Context: an optimization exercise on an open-source flow, tuned for small area and a short achievable clock period. The choices shown serve that exercise and are no tape-out recipe. At most, simulation tests tie the RTL to the original design; equivalence was not proved. The RTL of run 1 was laid out without a check of its function. Power figures rest on the tool's default switching activity, not on a simulated workload.

==> flow/design.v, too long to show whole: its modules and the start of the top module <==
// module booth_sd: 65 lines
// module fa_c: 10 lines
// module ha_c: 9 lines
// module sk_bg: 7 lines
// module sk_bh: 7 lines
// module sk_c0: 7 lines
// module sk_gi: 8 lines
// module sk_gn: 8 lines
// module sk_pi: 7 lines
// module sk_pn: 7 lines
// module sk_inv: 6 lines
// module sk_s: 7 lines
// module sk_sn: 7 lines
// module sk_sub: 248 lines
// module sk_lt: 100 lines
// module bbox_top: 3642 lines
module bbox_top #(
    parameter int SIGFIG     = 24,
    parameter int RADIX      = 10,
    parameter int PIPE_DEPTH = 3
) (
    input  logic                clk,
    input  logic                rst_n,
    input  logic [9*SIGFIG-1:0] tri_in,
    input  logic [3*SIGFIG-1:0] color_in,
    input  logic                valid_in,
    input  logic                halt,
    input  logic [2*SIGFIG-1:0] screen,
    input  logic [3:0]          subsample,
    output logic [9*SIGFIG-1:0] tri_out,
    output logic [3*SIGFIG-1:0] color_out,
    output logic [4*SIGFIG-1:0] box_out,
    output logic                valid_out
);
  // ...
==> flow/flow/run.sh <==
#!/bin/bash
# The standard layout (standard.sh, synthesis unchanged), with two changes:
#  - every port still gets its buffer, but a plain buf_1 rather than the delay
#    buffer buffer_ports picks by default; timing repair resizes it as needed
#  - timing repair is asked to leave extra setup slack, so the resizer works
#    on the paths that set the achieved period
set -euo pipefail
bash standard.sh SETUP_SLACK_MARGIN=11.1 TNS_END_PERCENT=30 \
    "BUFFER_PORTS_ARGS=-buffer_cell sky130_fd_sc_hd__buf_1" finish > make_finish.log 2>&1
==> flow/standard.sh <==
#!/bin/bash
# synth_recipe.tcl (not shown) runs the flow's synth.tcl, then flattens the netlist and writes it again
# the make line also repeats each setting of config.mk as NAME=value (left out here)
make -C /OpenROAD-flow-scripts/flow DESIGN_CONFIG=/design/flow/config.mk WORK_HOME=/design/flow/orfs CLKGATE_MAP_FILE= SYNTH_SCRIPT=/design/flow/synth_recipe.tcl "${@:-finish}"
==> flow/config.mk <==
export PLATFORM = sky130hd
export DESIGN_NAME = bbox_top
export DESIGN_NICKNAME = bbox_top
export VERILOG_FILES = /design/flow/design.v
export SDC_FILE = /design/flow/constraint.sdc
export NUM_CORES = 4
export LEC_CHECK = 0
export ABC_CLOCK_PERIOD_IN_PS = 4000
export CAP_MARGIN = 20
export CORE_MARGIN = 2
export CORE_UTILIZATION = 55
export CTS_CLUSTER_DIAMETER = 80
export CTS_CLUSTER_SIZE = 25
export SLEW_MARGIN = 20
export SYNTH_HIERARCHICAL = 1
==> flow/constraint.sdc <==
create_clock -name core_clock -period 15.0 [get_ports {clk}]
set_input_delay 3.0000 -clock core_clock [delete_from_list [all_inputs] [get_ports {clk}]]
set_output_delay 3.0000 -clock core_clock [all_outputs]
set_load 0.01 [all_outputs]
==> impl_metrics.tcl, run 1 <==
set metrics [dict create \
    pwr-share-comb_pct 61.8 \
    synthAdderAreaFrac_pct 17.6 \
    setup_violations 0 \
    finalPower_mw 22.5 \
    die-area_um2 160000 \
    synth_top_family_by_area "adder cells" \
    synth_top_area_share_pct 47.6 \
    synth_area_um2 86000 \
    reg.largest.list "t0 x216, t1 x216, t2 x216" \
    synthXorXnorAreaFrac_pct 9.95 \
    num_io_pins 729 \
    p_leak_nw 35.0 \
    bufAreaShareNonClock_pct 5.79 \
    powerComb_mw 13.9 \
    synth_edf_count 1363 \
    n_antenna_cell 20 \
    ir_worst_vdd_mv 0.514 \
    final_core_util_pct 62.0 \
    layout_min_cycle_time_ps 4450 \
    post-dp-hpwl_um 168000 \
    num_vias 56100 \
    die_h_um 399 \
    clkPwrFrac_pct 11.4 \
    drive_gt1_share_pct 20.0 \
    clock_buffers 84 \
    synth-compound-area-share_pct 12.9 \
    rows 145 \
    async_reset_ff_share_pct 0.220 \
    holdPathEnd "c1[49]$_DFFE_PN_" \
    switching_share_pct 42.1 \
    r2r-start "ma1[12]$_DFFE_PN_" \
    flops_and_latches 1366 \
    status "no timing/DRC/antenna violations" \
    grt_pass1_wl_um 369000 \
    wl_um 253000 \
    first_pass_iters 6 \
    critPathTopFamily "flip-flops" \
    r2r_slack_ps 10740 \
    synthCells 6380 \
    gr-total-overflow 0 \
    tritoncts "built" \
    vias_per_cell 6.19 \
    grt_use_met1_pct 40.5 \
    fmax_mhz 225 \
    n_all_buffers 915 \
]
==> run 2: changes to the inputs <==
--- a/flow/design.v
+++ b/flow/design.v
@@ -4061,20 +4061,17 @@
     fa_c u_bfa260 (.a(bc169), .b(bs170), .c(row3_1[41]), .s(bs258), .co(bc259));
     fa_c u_bfa262 (.a(bc171), .b(bs172), .c(row3_1[42]), .s(bs260), .co(bc261));
     fa_c u_bfa264 (.a(bc173), .b(bs174), .c(row2_1[43]), .s(bs262), .co(bc263));
     assign suma_b = {bc261, bc259, bc257, bc255, bc253, bc251, bc249, bc247, bc245, bc243, bc241, bc239, bc237, bc235, bc233, bc231, bc229, bc227, bc225, bc223, bc221, bc219, bc217, bc215, bc213, bc211, bc209, bc207, bc205, bc203, bc201, bc199, bc197, bc195, bc193, bc191, bc189, bc187, bc185, bc183, bc181, bc179, bc177, bs176};
     assign sumb_b = {bs262, bs260, bs258, bs256, bs254, bs252, bs250, bs248, bs246, bs244, bs242, bs240, bs238, bs236, bs234, bs232, bs230, bs228, bs226, bs224, bs222, bs220, bs218, bs216, bs214, bs212, bs210, bs208, bs206, bs204, bs202, bs200, bs198, bs196, bs194, bs192, bs190, bs188, bs186, bs184, bs182, bs180, bs178, xcar_1[1]};
     assign hsum_b = suma_b + sumb_b;
     logic backface_b;
     assign backface_b = hsum_b[44-1];
-    logic hi_past_b [2];
     logic [W-1:0] mask_b;
-    sk_lt hipx_i (.a(scr_b[0]), .b(hisn_b[0]), .lt(hi_past_b[0]));
-    sk_lt hipy_i (.a(scr_b[1]), .b(hisn_b[1]), .lt(hi_past_b[1]));
     coord_t lo_b [2];
     coord_t ll_b [2];
     coord_t hi_b [2];
     coord_t hisn_b [2];
     coord_t ur_b [2];
     coord_t scr_b [2];
     always_comb begin
         mask_b = {{(W-RADIX){1'b1}}, ~({RADIX{1'b1}} >> k1)};
@@ -4087,17 +4084,17 @@
             endcase
             case (hisel1[a])
                 2'd0:    hi_b[a] = coord_t'(t1[(0*3+a)*W +: W]);
                 2'd1:    hi_b[a] = coord_t'(t1[(1*3+a)*W +: W]);
                 default: hi_b[a] = coord_t'(t1[(2*3+a)*W +: W]);
             endcase
             ll_b[a] = lo_b[a][W-1] ? '0 : (lo_b[a] & mask_b);
             hisn_b[a] = hi_b[a] & mask_b;
-            ur_b[a] = hi_past_b[a] ? scr_b[a] : hisn_b[a];
+            ur_b[a] = (hisn_b[a] > scr_b[a]) ? scr_b[a] : hisn_b[a];
         end
     end
     logic [4*W-1:0] box2;
     always_ff @(posedge clk or negedge rst_n) begin
         if (!rst_n) begin
             v0 <= 1'b0;
             v1 <= 1'b0;
             v2 <= 1'b0;
==> flow/config.mk (replaced) <==
export PLATFORM = sky130hd
export DESIGN_NAME = bbox_top
export DESIGN_NICKNAME = bbox_top
export VERILOG_FILES = /design/flow/design.v
export SDC_FILE = /design/flow/constraint.sdc
export NUM_CORES = 4
export LEC_CHECK = 0
export ABC_CLOCK_PERIOD_IN_PS = 4000
export CAP_MARGIN = 20
export CORE_MARGIN = 2
export CORE_UTILIZATION = 50
export CTS_CLUSTER_DIAMETER = 80
export CTS_CLUSTER_SIZE = 25
export SLEW_MARGIN = 20
export SYNTH_HIERARCHICAL = 1
==> run 2 against run 1 <==
Compared with the run above: still clean on timing, DRC and antenna; sequential share of layout area about the same; sequential power about the same; area after synthesis down 0.47%; final cell count is 1.7% higher; global-route usage shrank 3.2 points; flip-flop and latch count did not move; synthesized cell count is essentially flat; worst hold slack worse by 5.3 ps; critical path depth stayed put; first-iteration DRC count is 4.9% lower; clock skew down 22 ps; register-to-register slack improved by 110 ps; critical path type unchanged; largest power group unchanged.
==> impl_metrics.tcl, run 2 <==
set metrics [dict create \
    status "no timing/DRC/antenna violations" \
    switching_share_pct 42.2 \
    hp-start "c1[19]$_DFFE_PN_" \
    grt_pass1_vias 56400 \
    wl_um 250000 \
    cts_buffers 85 \
    final_cells 9221 \
    powerDensity_nw_per_um2 234 \
    ys_types 84 \
    crit_fanout 1 \
    synth.avg_cell_area_um2 13.4 \
    timing.final.crit_share_pct 29.1 \
    hold_viol 0 \
    rows 151 \
    num_vias 55800 \
    async_reset_ff_share_pct 0.220 \
    fmax_mhz 229 \
    cts_root_buffer "clkbuf_16" \
    globalplace.congestion 0.881 \
    die_h_um 418 \
    cp_data_arrival_time_ps 1370 \
    tritoncts "built" \
    yosysMostFrequentCell "edfxtp_1" \
    netlist_top_cells_count "edfxtp_1 (1363), xnor2_1 (870), a22oi_1 (664)" \
    grt_start_max_net_pins 166 \
    place_area_um2 90300 \
    worstSetupEndpointType "output port" \
    r2r-start "ma1[14]$_DFFE_PN_" \
    wl_per_cell_um 27.1 \
    p_leak_nw 35.1 \
    yosysSeqAreaShare_pct 47.9 \
    rsz0062_at_grt "yes" \
    final_nets 8143 \
    synthFlopType "edfxtp_1" \
    post-dp-hpwl_um 172000 \
    synthToLayoutAreaGrowth_pct 12.6 \
    ctsLongestPathBuffers 3 \
    vias_per_cell 6.05 \
    slew_violations 0 \
    crit_buf_inv 1 \
    worstSetupPathType "reg2out" \
    antenna_left 0 \
    cts.sinks 1366 \
    yosys-top-cells-area "edfxtp_1 (48%), fa_1 (14%), xnor2_1 (8.9%), a22oi_1 (5.8%), ha_1 (3.8%)" \
    clkPwrFrac_pct 11.5 \
    hp-class "reg2reg" \
    clk_latency_ps 770 \
    synth_edf_count 1363 \
    worst_pin_slew_ps 962 \
    cts_max_level 3 \
    path_cells "clkbuf_2" \
    setup_violations 0 \
    switching_power_mw 9.52 \
    reg.largest.list "t0 x216, t1 x216, t2 x216" \
    slew_headroom_pct 35.9 \
    io_buffers 714 \
    power.internal_mw 13.0 \
    clk_pin_slew_ps 100 \
    seqCellArea_um2 41000 \
    slowest_stage "edfxtp_1" \
    drc_errors 0 \
    first_pass_iters 6 \
    seq_power_share_pct 26.8 \
    most-common-layout-cells "edfxtp_1 (1363), xnor2_1 (816), a22oi_1 (664)" \
    synth_top_area_share_pct 47.8 \
    synth_area_um2 85600 \
    hold_buffers 0 \
    start_util_pct 50.4 \
    die-area_um2 175000 \
    setup_tns_ps 0 \
    grt_usage_pct 28.2 \
    layout_min_cycle_time_ps 4370 \
    ir_worst_vdd_mv 0.239 \
    hold_ws_ps 392 \
    critPathLaunchType "flop" \
    pwr-share-comb_pct 61.8 \
    dp.cells 9010 \
    coreArea_um2 170000 \
    drt-initial-drc-count 5369 \
    max_stage_delay_ps 450 \
    worstPathRequired_ps 12000 \
    clock-skew-final_ps 49.7 \
    grt_pass1_wl_um 368000 \
    antenna_found_initial 27 \
    fill_cells 13800 \
    yosysWarnings 39 \
    synth.largest_area_cell "edfxtp_1" \
    multi_input_area_um2 43300 \
    die_x_um 418 \
    max_cap_violations 0 \
    layout_commonest_cell "edfxtp_1" \
    crit_start "t2[111]$_DFFE_PN_" \
    ys_seq_elements 1366 \
    num_io_pins 729 \
    synthCells 6382 \
    critPathTopFamily "flip-flops" \
    drive_gt1_share_pct 19.0 \
    gr-total-overflow 0 \
    final_area_um2 96300 \
]
-- run 2: changes by cell type after synthesis, moves of 12 or more --
cell,before,now
buf_2,28,10
mux2_2,34,11
nor2b_4,230,184
a21oi_2,204,175
ha_1,226,260
mux2_1,1,13
inv_1,153,187
clkbuf_1,329,351
xnor2_1,918,870
o21ai_1,130,114
nand3_1,67,85
-- run 2: modules after synthesis (local to each module, per instance), excerpt --
module	area, um^2	copies in the design	flops+latches	cells
fa_c	20.0	614	0	1
ha_c	12.5	81	0	1
sk_bg	13.8	184	0	1
sk_c0	6.26	8	0	1
sk_gi	8.76	154	0	1
sk_gn	5.00	88	0	1
sk_inv	3.75	42	0	1
sk_pn	3.75	48	0	1
sk_s	8.76	30	0	1
sk_sn	8.76	24	0	1
-- run 2: per-layer routing --
layer / up-vias / wire, um / global-route usage (%)
li1: 24100 / - / -
met2: 2908 / 120000 / 46.4
met3: 580 / 23800 / 6.06
met1: 28200 / 97800 / 37.2
met5: - / 87 / 0
met4: 12 / 8850 / 9.71
-- run 2: worst paths after layout --
check | end | slack [ps] | depth (start not counted)
max | tri_out[111] | 10630 | 1
min | c2[19]$_DFFE_PN_ | 390 | 0
max reg2reg | v1$_DFFE_PN0N_ | 10850 | 19
min reg2reg | c2[19]$_DFFE_PN_ | 390 | 0
max in group asynchronous | v2$_DFFE_PN0N_ | 12600 | 1
min in group asynchronous | v0$_DFFE_PN0N_ | 2110 | 1
-- run 2: through the flow --
stage	power [mW]	util, %	setup slack [ps]
4_1_cts	22.4	55.9	10560
3_5_place_dp	19.6	53.2	8060
2_1_floorplan	15.1	-	-8720
3_3_place_gp	19.3	53.2	8230
5_1_grt	24.4	56.8	10580
6_report	22.5	56.8	10630
-- run 2: logic make-up after synthesis --
family	Yosys count	synth area share, %
other	4	0.0175
XOR/XNOR	927	9.49
AO/OA/AOI/OAI	1467	12.8
flip-flops	1366	47.9
buffers and inverters	683	3.33
adder cells (fa/ha/maj)	874	18.2
AND/OR/NAND/NOR	958	7.00
multiplexers	103	1.27
-- run 2: power by group through the flow --
stage	Sequential, mW	Clock, mW	Combinational (mW)
floorplan	6.22	0	8.86
global placement	6.10	0	13.2
detailed placement	6.12	0	13.5
CTS	6.03	2.66	13.8
global route	6.08	2.78	15.6
finish	6.03	2.59	13.9
-- run 2: repair_timing --
action	4_1_cts	5_1_grt
endpoints found under the setup margin	1934	1361
pin swaps	21	25
resized for setup	220	676
setup buffers	26	9
gates cloned	11	0
-- run 2: area by class of cell --
| class | count | area share (%) |
|---|---|---|
| clock inverters | 59 | 0.796 |
| clock buffers | 88 | 2.22 |
| repair buffers | 925 | 5.82 |
| multi-input cells | 4360 | 44.9 |
| well taps | 2218 | 2.88 |
| flip-flops and latches | 1366 | 42.6 |
| inverters | 187 | 0.732 |
| diodes | 18 | 0.0468 |
==> run 3: changes to the inputs <==
--- a/flow/flow/run.sh
+++ b/flow/flow/run.sh
@@ -6,4 +6,4 @@
 #    on the paths that set the achieved period
 set -euo pipefail
-bash standard.sh SETUP_SLACK_MARGIN=11.1 TNS_END_PERCENT=30 \
+bash standard.sh SETUP_SLACK_MARGIN=11.3 TNS_END_PERCENT=30 \
     "BUFFER_PORTS_ARGS=-buffer_cell sky130_fd_sc_hd__buf_1" finish > make_finish.log 2>&1
==> run 3 against run 2 <==
Compared with the run above: die area unchanged; sequential power about the same; synthesized cell count unchanged; final area increased by 3.4%; critical path depth unchanged; first-iteration DRC count decreased by 0.20%; non-clock buffer count increased by 104; highest routed layer unchanged.
==> impl_metrics.tcl, run 3 <==
set metrics [dict create \
    io_buffers 714 \
    wl_per_cell_um 27.3 \
    synthXorXnorAreaFrac_pct 9.49 \
    p_leak_nw 36.5 \
    drive_gt1_share_pct 23.9 \
    multi_input_area_um2 44600 \
    yosysWarnings 39 \
    setup_violations 0 \
    crit_buf_inv 1 \
    fmax_mhz 229 \
    cts.sinks 1366 \
    seq_power_share_pct 26.6 \
    grt_start_max_net_pins 166 \
    ys_seq_elements 1366 \
    synthCells 6382 \
    whs_path_depth 0 \
    timing.final.crit_share_pct 29.2 \
    worst_pin_slew_ps 965 \
    ctsLongestPathBuffers 3 \
    most-common-layout-cells "edfxtp_1 (1363), xnor2_1 (794), a22oi_1 (662)" \
    setup_tns_ps 0 \
    synth_area_um2 85600 \
    vias_per_cell 6.05 \
    coreArea_um2 170000 \
    max_cap_violations 0 \
    hold_viol 0 \
    yosys-top-cells-area "edfxtp_1 (48%), fa_1 (14%), xnor2_1 (8.9%), a22oi_1 (5.8%), ha_1 (3.8%)" \
    post-dp-hpwl_um 172000 \
    start_util_pct 50.4 \
    synthToLayoutAreaGrowth_pct 16.4 \
    slowest_stage "edfxtp_1" \
    synthFlopType "edfxtp_1" \
    worstPathRequired_ps 12000 \
    worstSetupPathType "reg2out" \
    fill_cells 13400 \
    async_reset_ff_share_pct 0.220 \
    layout_commonest_cell "edfxtp_1" \
    crit_cells 1 \
    power.internal_mw 13.1 \
    clk_latency_ps 770 \
    synth-compound-area-share_pct 12.8 \
    switching_share_pct 42.2 \
    drc_errors 0 \
    die_h_um 418 \
    globalplace.congestion 0.881 \
    clock-skew-final_ps 46.3 \
    yosysSeqAreaShare_pct 47.9 \
    antenna_left 0 \
    worstSetupEndpointType "output port" \
    max_stage_delay_ps 470 \
    synth_top_area_share_pct 47.8 \
    synth.avg_cell_area_um2 13.4 \
    reg2reg_depth 8 \
    synthAdderAreaFrac_pct 18.2 \
    reg.largest.list "t0 x216, t1 x216, t2 x216" \
    critPathTopFamily "flip-flops" \
    synth.largest_area_cell "edfxtp_1" \
    wl_um 254000 \
    yosysMostFrequentCell "edfxtp_1" \
    ir_worst_vdd_mv 0.232 \
    grt_pass1_wl_um 371000 \
    postLayoutSetupSlackWorst_ps 10630 \
    synth_mux_area_share_pct 1.27 \
    synth_top_family_by_area "adder cells" \
    gr-total-overflow 0 \
    switching_power_mw 9.56 \
    slew_headroom_pct 35.6 \
    cts_buffers 85 \
    die-area_um2 175000 \
    cp_data_arrival_time_ps 1370 \
    hold_buffers 0 \
    place_ws_ps 8060 \
    powerDensity_nw_per_um2 228 \
    cts_max_level 3 \
    cts_root_buffer "clkbuf_16" \
    pwr-share-comb_pct 62.0 \
    num_io_pins 729 \
    final_nets 8247 \
    clk_pin_slew_ps 90 \
    path_cells "clkbuf_2" \
    critPathLaunchType "flop" \
    clkPwrFrac_pct 11.4 \
    rsz0062_at_grt "yes" \
    ys_types 84 \
    die_x_um 418 \
    antenna_found_initial 15 \
    slew_violations 0 \
    first_pass_iters 6 \
    hp-class "reg2reg" \
    rows 151 \
    seqCellArea_um2 41000 \
    netlist_top_cells_count "edfxtp_1 (1363), xnor2_1 (870), a22oi_1 (664)" \
    drt-initial-drc-count 5358 \
    status "no timing/DRC/antenna violations" \
    synth-simple-area-share_pct 7.00 \
    crit_fanout 1 \
    grt_pass1_vias 56800 \
    num_vias 56300 \
    layout_min_cycle_time_ps 4370 \
    tritoncts "built" \
    grt_usage_pct 28.5 \
    synth_edf_count 1363 \
]
run 3: cell count changes in the layout (fill, tap and decap cells not counted), sizes merged:
cell    previous run  this run
bufbuf             6         8
clkbuf           338       394
diode             18        12
buf              669       715
run 3: worst paths after layout:
path | startpoint | end | slack, ps
max | t2[75]$_DFFE_PN_ | tri_out[75] | 10630
min | c1[19]$_DFFE_PN_ | c2[19]$_DFFE_PN_ | 390
max reg2reg | ma2[18]$_DFFE_PN_ | row3_1[21]$_DFFE_PN_ | 10850
min reg2reg | c1[19]$_DFFE_PN_ | c2[19]$_DFFE_PN_ | 390
max in group asynchronous | rst_n | v2$_DFFE_PN0N_ | 12600
min in group asynchronous | rst_n | v0$_DFFE_PN0N_ | 2110
run 3: power groups by stage:
stage / clock network (mW) / logic [mW] / registers [mW]
detailed placement: 0 / 13.5 / 6.12
global route: 2.78 / 15.7 / 6.08
finish: 2.59 / 14.1 / 6.03
CTS: 2.66 / 13.8 / 6.03
floorplan: 0 / 8.86 / 6.22
global placement: 0 / 13.2 / 6.10
run 3: cells by family after synthesis:
| family | after synthesis |
|---|---|
| AOI/OAI and AO/OA | 1467 |
| xor gates and xnor gates | 927 |
| adders and majority gates | 874 |
| buffers and inverters | 683 |
| DFF | 1366 |
| muxes | 103 |
| other | 4 |
| and+or+nand+nor | 958 |
run 3: timing repair:
item | CTS | global route
setup endpoints to repair | 1967 | 1552
buffers inserted | 67 | 58
cloned | 23 | 2
gates resized for setup | 334 | 1180
pin swaps | 62 | 164
run 3: through the flow:
stage	total power, mW	area [um^2]	hold slack (ps)	std cells	utilization, %
2_1_floorplan	15.1	85700	400	6409	-
3_3_place_gp	19.3	90300	400	9008	53.2
3_5_place_dp	19.6	90300	405	9010	53.2
4_1_cts	22.5	95900	384	9247	56.5
5_1_grt	24.6	99600	393	9309	58.7
6_report	22.7	99600	393	9319	58.7
run 3: modules after synthesis (local to each module, per instance), excerpt:
module,cells,area (um^2)
bbox_top,3951,58800
fa_c,1,20.0
ha_c,1,12.5
sk_bg,1,13.8
sk_bh,1,8.76
sk_c0,1,6.26
sk_gi,1,8.76
sk_gn,1,5.00
sk_inv,1,3.75
sk_pi,1,3.75
sk_pn,1,3.75
sk_s,1,8.76
sk_sn,1,8.76
sk_sub,1,3.75
run 3: routing by layer:
metal / track usage (%) / up-vias / wire length (um) / part of all wire, %
met4: 9.78 / 10 / 8930 / 3.5
met2: 46.7 / 2778 / 122000 / 48
li1: - / 24300 / - / -
met1: 37.4 / 28600 / 99500 / 39
met3: 6.25 / 571 / 23800 / 9.4
met5: 0 / - / 70 / 0.028
run 3: layout make-up:
type | instances | share of cell area [%]
clock buffers | 88 | 2.15
well taps | 2218 | 2.79
flip-flops and latches | 1366 | 41.2
diodes | 12 | 0.0301
inverters | 187 | 0.716
repair buffers | 1029 | 7.56
multi-input cells | 4360 | 44.8
clock inverters | 59 | 0.770
==> run 4: changes to the inputs <==
--- a/flow/flow/run.sh
+++ b/flow/flow/run.sh
@@ -6,4 +6,4 @@
 #    on the paths that set the achieved period
 set -euo pipefail
-bash standard.sh SETUP_SLACK_MARGIN=11.3 TNS_END_PERCENT=30 \
+bash standard.sh SETUP_SLACK_MARGIN=10.9 TNS_END_PERCENT=15 \
     "BUFFER_PORTS_ARGS=-buffer_cell sky130_fd_sc_hd__buf_1" finish > make_finish.log 2>&1
==> run 4 against run 3 <==
Compared with the run above: still clean on timing, DRC and antenna; area after synthesis is the same; sequential share of layout area rose by 1.9 points; fmax about the same; worst setup slack lost 3.3 ps; largest cell class unchanged.
==> impl_metrics.tcl, run 4 <==
set metrics [dict create \
    switching_power_mw 9.53 \
    layout_commonest_cell "edfxtp_1" \
    setup_violations 0 \
    synth-compound-area-share_pct 12.8 \
    dr_wl_met2_um 120000 \
    wl_met3_um 22800 \
    max_cap_violations 0 \
    grt_pass1_vias 56200 \
    cp_data_arrival_time_ps 1380 \
    io_buffers 714 \
    critPathLaunchType "flop" \
    reg.largest.list "t0 x216, t1 x216, t2 x216" \
    slew_violations 0 \
    max_stage_delay_ps 470 \
    globalplace.congestion 0.881 \
    yosysMostFrequentCell "edfxtp_1" \
    worstPathRequired_ps 12000 \
    powerDensity_nw_per_um2 237 \
    status "no timing/DRC/antenna violations" \
    synth.largest_area_cell "edfxtp_1" \
    first_pass_iters 8 \
    ys_types 84 \
    gr-total-overflow 0 \
    die_x_um 418 \
    cts_buffers 85 \
    worst_pin_slew_ps 1110 \
    top_layer_used "met5" \
    layout_min_cycle_time_ps 4380 \
    p_leak_nw 34.3 \
    die_h_um 418 \
    hold_ws_ps 391 \
    synthCells 6382 \
    coreArea_um2 170000 \
    hp-start "c1[19]$_DFFE_PN_" \
    wl_um 250000 \
    drt-initial-drc-count 5347 \
    path_cells "clkbuf_2" \
    hp-class "reg2reg" \
    grt_pass1_wl_um 366000 \
    num_vias 55800 \
    seq_power_share_pct 26.7 \
    yosys-top-cells-area "edfxtp_1 (48%), fa_1 (14%), xnor2_1 (8.9%), a22oi_1 (5.8%), ha_1 (3.8%)" \
    synth.avg_cell_area_um2 13.4 \
    netlist_top_cells_count "edfxtp_1 (1363), xnor2_1 (870), a22oi_1 (664)" \
    power.internal_mw 13.0 \
    antenna_found_initial 25 \
    cts.sinks 1366 \
    r2r-start "ma1[4]$_DFFE_PN_" \
    start_util_pct 50.4 \
    setup_tns_ps 0 \
    synth-simple-area-share_pct 7.00 \
    synthFlopType "edfxtp_1" \
    synthAdderAreaFrac_pct 18.2 \
    slowest_stage "edfxtp_1" \
    crit_fanout 1 \
    most-common-layout-cells "edfxtp_1 (1363), xnor2_1 (831), a22oi_1 (664)" \
    vias_per_cell 6.05 \
    critPathTopFamily "flip-flops" \
    wl_per_cell_um 27.1 \
    clkPwrFrac_pct 11.5 \
    tritoncts "built" \
    synth_mux_area_share_pct 1.27 \
    timing.final.crit_share_pct 29.2 \
    rows 151 \
    crit_start "t2[75]$_DFFE_PN_" \
    grt_usage_pct 28.1 \
    grt_start_max_net_pins 166 \
    synth_top_area_share_pct 47.8 \
    yosysSeqAreaShare_pct 47.9 \
    worstSetupPathType "reg2out" \
    rsz0062_at_grt "yes" \
    synth_top_family_by_area "adder cells" \
    drc_errors 0 \
    hold_buffers 0 \
    ctsLongestPathBuffers 3 \
    hold_viol 0 \
    switching_share_pct 42.3 \
    fmax_mhz 228 \
    clock-skew-final_ps 48.6 \
    num_io_pins 729 \
    post-dp-hpwl_um 172000 \
    synthXorXnorAreaFrac_pct 9.49 \
    pwr-share-comb_pct 61.8 \
    final_nets 8143 \
    cts_root_buffer "clkbuf_16" \
    clk_latency_ps 770 \
    clk_pin_slew_ps 90 \
    crit_buf_inv 1 \
    die-area_um2 175000 \
    yosysWarnings 39 \
    antenna_left 0 \
    drive_gt1_share_pct 15.2 \
    async_reset_ff_share_pct 0.220 \
    ys_seq_elements 1366 \
    cts_max_level 3 \
    synth_edf_count 1363 \
    met1Wirelength_um 98800 \
    finalPower_mw 22.5 \
    ir_worst_vdd_mv 0.243 \
    slew_headroom_pct 26.0 \
    synth_area_um2 85600 \
    worstSetupEndpointType "output port" \
    synthToLayoutAreaGrowth_pct 11.3 \
]
## run 4: cell counts after synthesis
No cell type changed its count.
## run 4: repair_timing
| action | in CTS | in global routing |
|---|---|---|
| setup endpoints to repair | 1680 | 1341 |
| buffers inserted | 6 | 33 |
| pin swaps | 3 | 21 |
| gates resized for setup | 66 | 380 |
| cloned | 7 | 0 |
## run 4: worst paths after layout
| check | slack (ps) | depth (start not counted) | endpoint |
|---|---|---|---|
| setup reg to reg | 10860 | 11 | cin_1$_DFFE_PN_ |
| hold reg to reg | 390 | 0 | c2[19]$_DFFE_PN_ |
| min in group asynchronous | 2110 | 1 | v0$_DFFE_PN0N_ |
| hold / removal | 390 | 0 | c2[19]$_DFFE_PN_ |
| max in group asynchronous | 12600 | 1 | v2$_DFFE_PN0N_ |
| setup / recovery | 10620 | 1 | tri_out[75] |
## run 4: through the flow
stage | utilization, % | cells | instance area [um^2] | setup slack [ps]
6_report | 56.2 | 9223 | 95300 | 10620
5_1_grt | 56.2 | 9212 | 95300 | 10580
4_1_cts | 55.3 | 9170 | 93800 | 10560
3_5_place_dp | 53.2 | 9010 | 90300 | 8060
3_3_place_gp | 53.2 | 9008 | 90300 | 8230
2_1_floorplan | - | 6409 | 85700 | -8720
## run 4: kinds of logic (layout without fill, tap and decap cells)
logic type	count (synthesis)	in the layout
AO/OA/AOI/OAI	1467	1467
flip-flops	1366	1366
AND/OR/NAND/NOR	958	958
XOR/XNOR	927	927
adder cells (fa/ha/maj)	874	874
buffers and inverters	683	1259
multiplexers	103	103
other	4	51
## run 4: per-layer routing
metal	GRT usage, %	vias up
met5	0	-
met3	6.30	554
met4	9.81	10
li1	-	24100
met1	36.8	28300
met2	46.0	2788
## run 4: power by group through the flow
stage                     registers, mW  logic, mW  clock network (mW)
final                              6.03       13.9                2.59
after global routing               6.08       15.6                2.78
after CTS                          6.03       13.7                2.66
after detailed placement           6.12       13.5                   0
after global placement             6.10       13.2                   0
after floorplan                    6.22       8.86                   0
## run 4: per-module statistics from Yosys, one instance, submodules excluded, excerpt
module / flip-flops and latches / times used
fa_c: 0 / 614
sk_pi: 0 / 118
sk_bh: 0 / 194
bbox_top: 1366 / 1
sk_gn: 0 / 88
ha_c: 0 / 81
sk_gi: 0 / 154
sk_pn: 0 / 48
sk_sub: 0 / 2
sk_sn: 0 / 24
sk_c0: 0 / 8
sk_inv: 0 / 42
sk_bg: 0 / 184
sk_s: 0 / 30
## run 4: area by class of cell
type,count,area (um^2)
clock inverters,59,767
well taps,2218,2780
diodes,20,50.0
repair buffers,925,5020
multi-input cells,4360,42800
clock buffers,88,2140
fillers,13900,74400
flip-flops and latches,1366,41000
inverters,187,706
==> run 5: changes to the inputs <==
--- a/flow/flow/run.sh
+++ b/flow/flow/run.sh
@@ -6,4 +6,4 @@
 #    on the paths that set the achieved period
 set -euo pipefail
-bash standard.sh SETUP_SLACK_MARGIN=10.9 TNS_END_PERCENT=15 \
+bash standard.sh SETUP_SLACK_MARGIN=10.9 TNS_END_PERCENT=30 \
     "BUFFER_PORTS_ARGS=-buffer_cell sky130_fd_sc_hd__buf_1" finish > make_finish.log 2>&1
==> run 5 against run 4 <==
Compared with the run above: non-clock buffer count down 21; highest routed layer unchanged; fmax about the same; largest cell class unchanged; routed wire length down 0.18%; synthesized cell count unchanged; first-iteration DRC count down 2.2%; worst hold slack worse by 1.4 ps; core utilization about the same.
==> impl_metrics.tcl, run 5 <==
set metrics [dict create \
    status "no timing/DRC/antenna violations" \
    worstPathRequired_ps 12000 \
    yosysWarnings 39 \
    antenna_left 0 \
    ys_seq_elements 1366 \
    synth.largest_area_cell "edfxtp_1" \
    die_x_um 418 \
    final_core_util_pct 56.1 \
    clk_latency_ps 760 \
    coreArea_um2 170000 \
    yosys-top-cells-area "edfxtp_1 (48%), fa_1 (14%), xnor2_1 (8.9%), a22oi_1 (5.8%), ha_1 (3.8%)" \
    pwr-share-comb_pct 61.8 \
    synthFlopType "edfxtp_1" \
    fill_cells 13900 \
    async_reset_ff_share_pct 0.220 \
    wl_per_cell_um 27.1 \
    switching_power_mw 9.54 \
    hp-class "reg2reg" \
    place_area_um2 90300 \
    cts_buffers 85 \
    synth_top_area_share_pct 47.8 \
    reg.largest.list "t0 x216, t1 x216, t2 x216" \
    drt-initial-drc-count 5231 \
    seq_power_share_pct 26.7 \
    worst_pin_slew_ps 956 \
    powerDensity_nw_per_um2 237 \
    hold_ws_ps 389 \
    critPathLaunchType "flop" \
    antenna_found_initial 27 \
    num_vias 55700 \
    cts_root_buffer "clkbuf_16" \
    worstSetupPathType "reg2out" \
    cp_data_arrival_time_ps 1380 \
    num_io_pins 729 \
    clock-skew-final_ps 46.3 \
    crit_buf_inv 1 \
    layout_commonest_cell "edfxtp_1" \
    io_buffers 714 \
    worstSetupEndpointType "output port" \
    clkPwrFrac_pct 11.5 \
    grt_start_max_net_pins 166 \
    globalplace.congestion 0.881 \
    ir_worst_vdd_mv 0.250 \
    grt_pass1_vias 56300 \
    synthCells 6382 \
    power.internal_mw 13.0 \
    switching_share_pct 42.3 \
    tritoncts "built" \
    timing.final.crit_share_pct 29.2 \
    wl_um 249000 \
    cts.sinks 1366 \
    setup_violations 0 \
    start_util_pct 50.4 \
    synth_area_um2 85600 \
    yosysMostFrequentCell "edfxtp_1" \
    hold_viol 0 \
    grt_pass1_wl_um 366000 \
    slowest_stage "edfxtp_1" \
    gr-total-overflow 0 \
    vias_per_cell 6.05 \
    post-dp-hpwl_um 172000 \
    dp.cells 9010 \
    synth_edf_count 1363 \
    max_cap_violations 0 \
    final_cells 9200 \
    slew_violations 0 \
    cts_max_level 3 \
    first_pass_iters 6 \
    rows 151 \
    hold_buffers 0 \
    slew_headroom_pct 36.3 \
    netlist_top_cells_count "edfxtp_1 (1363), xnor2_1 (870), a22oi_1 (664)" \
    layout_min_cycle_time_ps 4380 \
    crit_fanout 1 \
    max_stage_delay_ps 450 \
    critPathTopFamily "flip-flops" \
    ctsLongestPathBuffers 3 \
    grt_usage_pct 28.1 \
    die-area_um2 175000 \
    synth.avg_cell_area_um2 13.4 \
    p_leak_nw 34.6 \
    setup_tns_ps 0 \
    final_nets 8122 \
    ys_types 84 \
    most-common-layout-cells "edfxtp_1 (1363), xnor2_1 (832), a22oi_1 (664)" \
    synthToLayoutAreaGrowth_pct 11.3 \
    drive_gt1_share_pct 16.6 \
    fmax_mhz 229 \
    die_h_um 418 \
    drc_errors 0 \
    clk_pin_slew_ps 100 \
    final_area_um2 95300 \
    path_cells "clkbuf_2" \
    rsz0062_at_grt "yes" \
    yosysSeqAreaShare_pct 47.9 \
]
-- run 5: stage by stage --
step / power, mW / worst slack [ps]
2_1_floorplan: 15.1 / -8720
3_3_place_gp: 19.3 / 8230
3_5_place_dp: 19.6 / 8060
4_1_cts: 22.4 / 10560
5_1_grt: 24.5 / 10580
6_report: 22.5 / 10620
-- run 5: modules after synthesis (local to each module, per instance), excerpt --
| module | cells inside | flops+latches |
|---|---|---|
| sk_inv | 1 | 0 |
| sk_s | 1 | 0 |
| fa_c | 1 | 0 |
| sk_pi | 1 | 0 |
| sk_gn | 1 | 0 |
| sk_gi | 1 | 0 |
| bbox_top | 3951 | 1366 |
| sk_bh | 1 | 0 |
| ha_c | 1 | 0 |
| sk_pn | 1 | 0 |
| sk_c0 | 1 | 0 |
| sk_sn | 1 | 0 |
| sk_bg | 1 | 0 |
| sk_sub | 1 | 0 |
-- run 5: per-layer routing --
layer	global-route usage (%)	part of all wire [%]	vias up
met5	0	0.031	-
met4	9.81	3.2	12
met3	6.27	9.3	534
met2	46.1	48	2770
met1	36.8	39	28300
li1	-	-	24100
-- run 5: final timing paths --
check | slack [ps] | endpoint | depth (start not counted) | startpoint
worst min-delay path | 390 | c2[19]$_DFFE_PN_ | 0 | c1[19]$_DFFE_PN_
min in group asynchronous | 2120 | v0$_DFFE_PN0N_ | 1 | rst_n
worst max register to register | 10820 | v1$_DFFE_PN0N_ | 19 | ma1[14]$_DFFE_PN_
max in group asynchronous | 12580 | v2$_DFFE_PN0N_ | 1 | rst_n
worst min register to register | 390 | c2[19]$_DFFE_PN_ | 0 | c1[19]$_DFFE_PN_
worst max-delay path | 10620 | tri_out[111] | 1 | t2[111]$_DFFE_PN_
-- run 5: cell type report --
| type | instances | area [um^2] | share of cell area [%] |
|---|---|---|---|
| diodes | 18 | 45.0 | 0.0473 |
| clock buffers | 88 | 2140 | 2.24 |
| clock inverters | 59 | 767 | 0.805 |
| inverters | 187 | 706 | 0.741 |
| multi-input cells | 4360 | 42800 | 44.9 |
| flip-flops and latches | 1366 | 41000 | 43.0 |
| well taps | 2218 | 2780 | 2.91 |
| repair buffers | 904 | 5060 | 5.32 |
-- run 5: kinds of logic (layout without fill, tap and decap cells) --
group	Yosys count	after routing	share of synthesized area, %
fa+ha+maj	874	874	18.2
other cells	4	49	0.0175
flops	1366	1366	47.9
simple gates	958	958	7.00
compound gates	1467	1467	12.8
xor+xnor	927	927	9.49
mux	103	103	1.27
buf+inv	683	1238	3.33
-- run 5: power by group through the flow --
stage	logic, mW	clock network, mW	registers, mW
after global placement	13.2	0	6.10
after CTS	13.7	2.66	6.03
after global routing	15.6	2.78	6.08
after floorplan	8.86	0	6.22
after detailed placement	13.5	0	6.12
final	13.9	2.59	6.03
-- run 5: timing repair --
action | CTS | global route
pin swaps | 6 | 13
gates resized for setup | 115 | 468
setup endpoints to repair | 1680 | 1330
setup buffers | 12 | 6
cloned | 7 | 0
==> run 6: changes to the inputs <==
--- a/flow/flow/run.sh
+++ b/flow/flow/run.sh
@@ -6,4 +6,4 @@
 #    on the paths that set the achieved period
 set -euo pipefail
-bash standard.sh SETUP_SLACK_MARGIN=10.9 TNS_END_PERCENT=30 \
+bash standard.sh SETUP_SLACK_MARGIN=11.1 TNS_END_PERCENT=50 \
     "BUFFER_PORTS_ARGS=-buffer_cell sky130_fd_sc_hd__buf_1" finish > make_finish.log 2>&1
--- a/flow/config.mk
+++ b/flow/config.mk
@@ -9,5 +9,5 @@
 export CAP_MARGIN = 20
 export CORE_MARGIN = 2
-export CORE_UTILIZATION = 50
+export CORE_UTILIZATION = 45
 export CTS_CLUSTER_DIAMETER = 80
 export CTS_CLUSTER_SIZE = 25
==> run 6 against run 5 <==
Compared with the run above: clock power fell by 3%; area after synthesis did not move; core utilization fell by 3.5 points; critical path type unchanged; largest power group unchanged; routed wire length rose by 4.2%; total power rose by 3.1%; final cell count rose by 4.3%; die area rose by 11%; count of clock-buffer cells in the layout fell by 1; synthesized cell count did not move.
==> impl_metrics.tcl, run 6 <==
set metrics [dict create \
    status "no timing/DRC/antenna violations" \
    setup_violations 0 \
    whs_path_depth 0 \
    slew_violations 0 \
    crit_fanout 1 \
    clk_pin_slew_ps 90 \
    pwr-share-comb_pct 63.2 \
    synthToLayoutAreaGrowth_pct 16.7 \
    die_x_um 440 \
    start_util_pct 45.1 \
    wl_per_cell_um 27.1 \
    cts_max_level 3 \
    final_area_um2 99900 \
    crit_cells 1 \
    first_pass_iters 6 \
    seq_power_share_pct 26.0 \
    io_buffers 714 \
    multi_input_area_um2 44400 \
    num_io_pins 729 \
    place_area_um2 90700 \
    switching_power_mw 9.82 \
    synth.largest_area_cell "edfxtp_1" \
    slew_headroom_pct 38.2 \
    hold_viol 0 \
    coreArea_um2 190000 \
    cp_data_arrival_time_ps 1470 \
    crit_buf_inv 1 \
    ctsLongestPathBuffers 3 \
    timing.final.crit_share_pct 29.8 \
    critPathTopFamily "flip-flops" \
    drt-initial-drc-count 5796 \
    antenna_left 0 \
    worstSetupPathType "reg2out" \
    die-area_um2 194000 \
    clk_latency_ps 770 \
    synthCells 6382 \
    tritoncts "built" \
    seqCellArea_um2 41000 \
    vias_per_cell 5.90 \
    clkPwrFrac_pct 10.8 \
    globalplace.congestion 0.901 \
    drc_errors 0 \
    path_cells "clkbuf_2" \
    grt_start_max_net_pins 95 \
    max_stage_delay_ps 520 \
    finalPower_mw 23.2 \
    grt_pass1_wl_um 367000 \
    p_leak_nw 36.5 \
    worst_pin_slew_ps 926 \
    cts_buffers 83 \
    worstSetupEndpointType "output port" \
    gr-total-overflow 0 \
    dp.cells 9297 \
    yosysWarnings 39 \
    synthFlopType "edfxtp_1" \
    slowest_stage "edfxtp_1" \
    layout_min_cycle_time_ps 4470 \
    synth_area_um2 85600 \
    switching_share_pct 42.3 \
    final_nets 8231 \
    synth_top_area_share_pct 47.8 \
    worstPathRequired_ps 12000 \
    clock-skew-final_ps 65.6 \
    ys_seq_elements 1366 \
    cts_root_buffer "clkbuf_16" \
    yosysSeqAreaShare_pct 47.9 \
    synth.avg_cell_area_um2 13.4 \
    ys_types 84 \
    cts.sinks 1366 \
    netlist_top_cells_count "edfxtp_1 (1363), xnor2_1 (870), a22oi_1 (664)" \
    final_cells 9592 \
    rows 160 \
    hp-class "reg2reg" \
    wl_um 260000 \
    die_h_um 440 \
    fmax_mhz 224 \
    critPathLaunchType "flop" \
    rsz0062_at_grt "yes" \
    grt_pass1_vias 56300 \
    most-common-layout-cells "edfxtp_1 (1363), xnor2_1 (788), a22oi_1 (560)" \
    yosys-top-cells-area "edfxtp_1 (48%), fa_1 (14%), xnor2_1 (8.9%), a22oi_1 (5.8%), ha_1 (3.8%)" \
    yosysMostFrequentCell "edfxtp_1" \
    async_reset_ff_share_pct 0.220 \
    layout_commonest_cell "edfxtp_1" \
    fill_cells 15800 \
    ir_worst_vdd_mv 0.267 \
    setup_tns_ps 0 \
    reg.largest.list "t0 x216, t1 x216, t2 x216" \
    final_core_util_pct 52.7 \
    power.internal_mw 13.4 \
    post-dp-hpwl_um 170000 \
    max_cap_violations 0 \
    synth_edf_count 1363 \
    drive_gt1_share_pct 24.5 \
    powerDensity_nw_per_um2 233 \
    grt_usage_pct 25.4 \
    reg2reg_depth 19 \
    num_vias 56600 \
    antenna_found_initial 20 \
]
[run 6: cell counts after synthesis]
No cell type changed its count.
[run 6: worst paths after layout]
| check | startpoint | to | slack (ps) |
|---|---|---|---|
| worst max register to register | ma1[17]$_DFFE_PN_ | v1$_DFFE_PN0N_ | 10790 |
| worst min-delay path | c1[33]$_DFFE_PN_ | c2[33]$_DFFE_PN_ | 400 |
| min in group asynchronous | rst_n | v0$_DFFE_PN0N_ | 2050 |
| worst min register to register | c1[33]$_DFFE_PN_ | c2[33]$_DFFE_PN_ | 400 |
| worst max-delay path | t2[74]$_DFFE_PN_ | tri_out[74] | 10530 |
| max in group asynchronous | rst_n | v1$_DFFE_PN0N_ | 12810 |
[run 6: per-module statistics from Yosys (local to each module, per instance), excerpt]
| module | cells inside | cell area [um^2] |
|---|---|---|
| sk_bh | 1 | 8.76 |
| sk_pn | 1 | 3.75 |
| sk_sn | 1 | 8.76 |
| sk_sub | 1 | 3.75 |
| sk_c0 | 1 | 6.26 |
| sk_s | 1 | 8.76 |
| sk_inv | 1 | 3.75 |
| sk_gn | 1 | 5.00 |
[run 6: metrics by stage]
stage	setup slack, ps	hold slack, ps
finish	10530	404
detailed placement	8370	405
global route	10510	420
global placement	8470	400
CTS	10460	411
floorplan	-8720	400
[run 6: final cells by class]
cell class / instances / share of cell area (%)
Clock buffer: 87 / 2.12
Tap cell: 2511 / 3.15
Inverter: 187 / 0.709
Sequential cell: 1366 / 41.1
Clock inverter: 49 / 0.654
Timing Repair inverter: 1 / 0.00501
Multi-Input combinational cell: 4361 / 44.5
Timing Repair Buffer: 1013 / 7.80
Antenna cell: 17 / 0.0426
[run 6: metal layers]
metal / GRT usage [%] / routed length (um)
met5: 0 / 70
met4: 8.74 / 8690
met3: 6.07 / 26700
met2: 41.1 / 121000
met1: 33.4 / 103000
[run 6: power by group through the flow]
stage | Clock, mW | Combinational [mW] | Sequential [mW]
detailed placement | 0 | 13.7 | 6.12
finish | 2.51 | 14.7 | 6.05
global route | 2.70 | 16.2 | 6.10
floorplan | 0 | 8.86 | 6.22
global placement | 0 | 13.4 | 6.10
CTS | 2.57 | 13.9 | 6.03
[run 6: logic make-up after synthesis]
logic type	Yosys count	synth area share, %
muxes	103	1.27
DFF	1366	47.9
other	4	0.0175
and+or+nand+nor	958	7.00
AOI/OAI and AO/OA	1467	12.8
buffers and inverters	683	3.33
adders and majority gates	874	18.2
xor gates and xnor gates	927	9.49
[run 6: timing repair]
item / CTS / global route
endpoints found under the setup margin: 1949 / 1370
hold buffers: 0 / 0
endpoints found under the hold margin: 0 / 0
resized for setup: 193 / 1317
cloned: 16 / 20
pin swaps: 19 / 188
buffers inserted: 29 / 77

-- what the ideal ports hide --
No port has a modelled driver above. Below, the same layouts with a new extraction and two added sets of constraints.
Step 1: set_driving_cell puts a clkbuf_16 on clk and a buf_2 on each other input, an assumption about the parent block.
Step 2, shift: input delay + t, output delay - t, t = (earliest + latest rising clock arrival at the registers) / 2. This alone moves slack from input paths to output paths.
a / b / c = ideal / step 1 / step 2; a / b = the first two.
run | t, ns | setup WS [ns] | worst setup path at the end | worst data-port slew with drivers (ns)
run 1 | 0.809 | 10.554 / 10.467 / 9.995 | input to register | 0.16
run 2 | 0.829 | 10.629 / 10.547 / 9.957 | input to register | 0.17
run 3 | 0.831 | 10.625 / 10.544 / 10.116 | input to register | 0.19
run 4 | 0.830 | 10.622 / 10.540 / 9.915 | input to register | 0.16
run 5 | 0.829 | 10.624 / 10.543 / 9.980 | input to register | 0.16
run 6 | 0.820 | 10.531 / 10.447 / 10.166 | input to register | 0.13
After both steps every run listed still meets setup and hold. For run 4, which loses most, drivers alone change the setup slack by -0.082 ns; drivers and shift together by -0.707 ns.
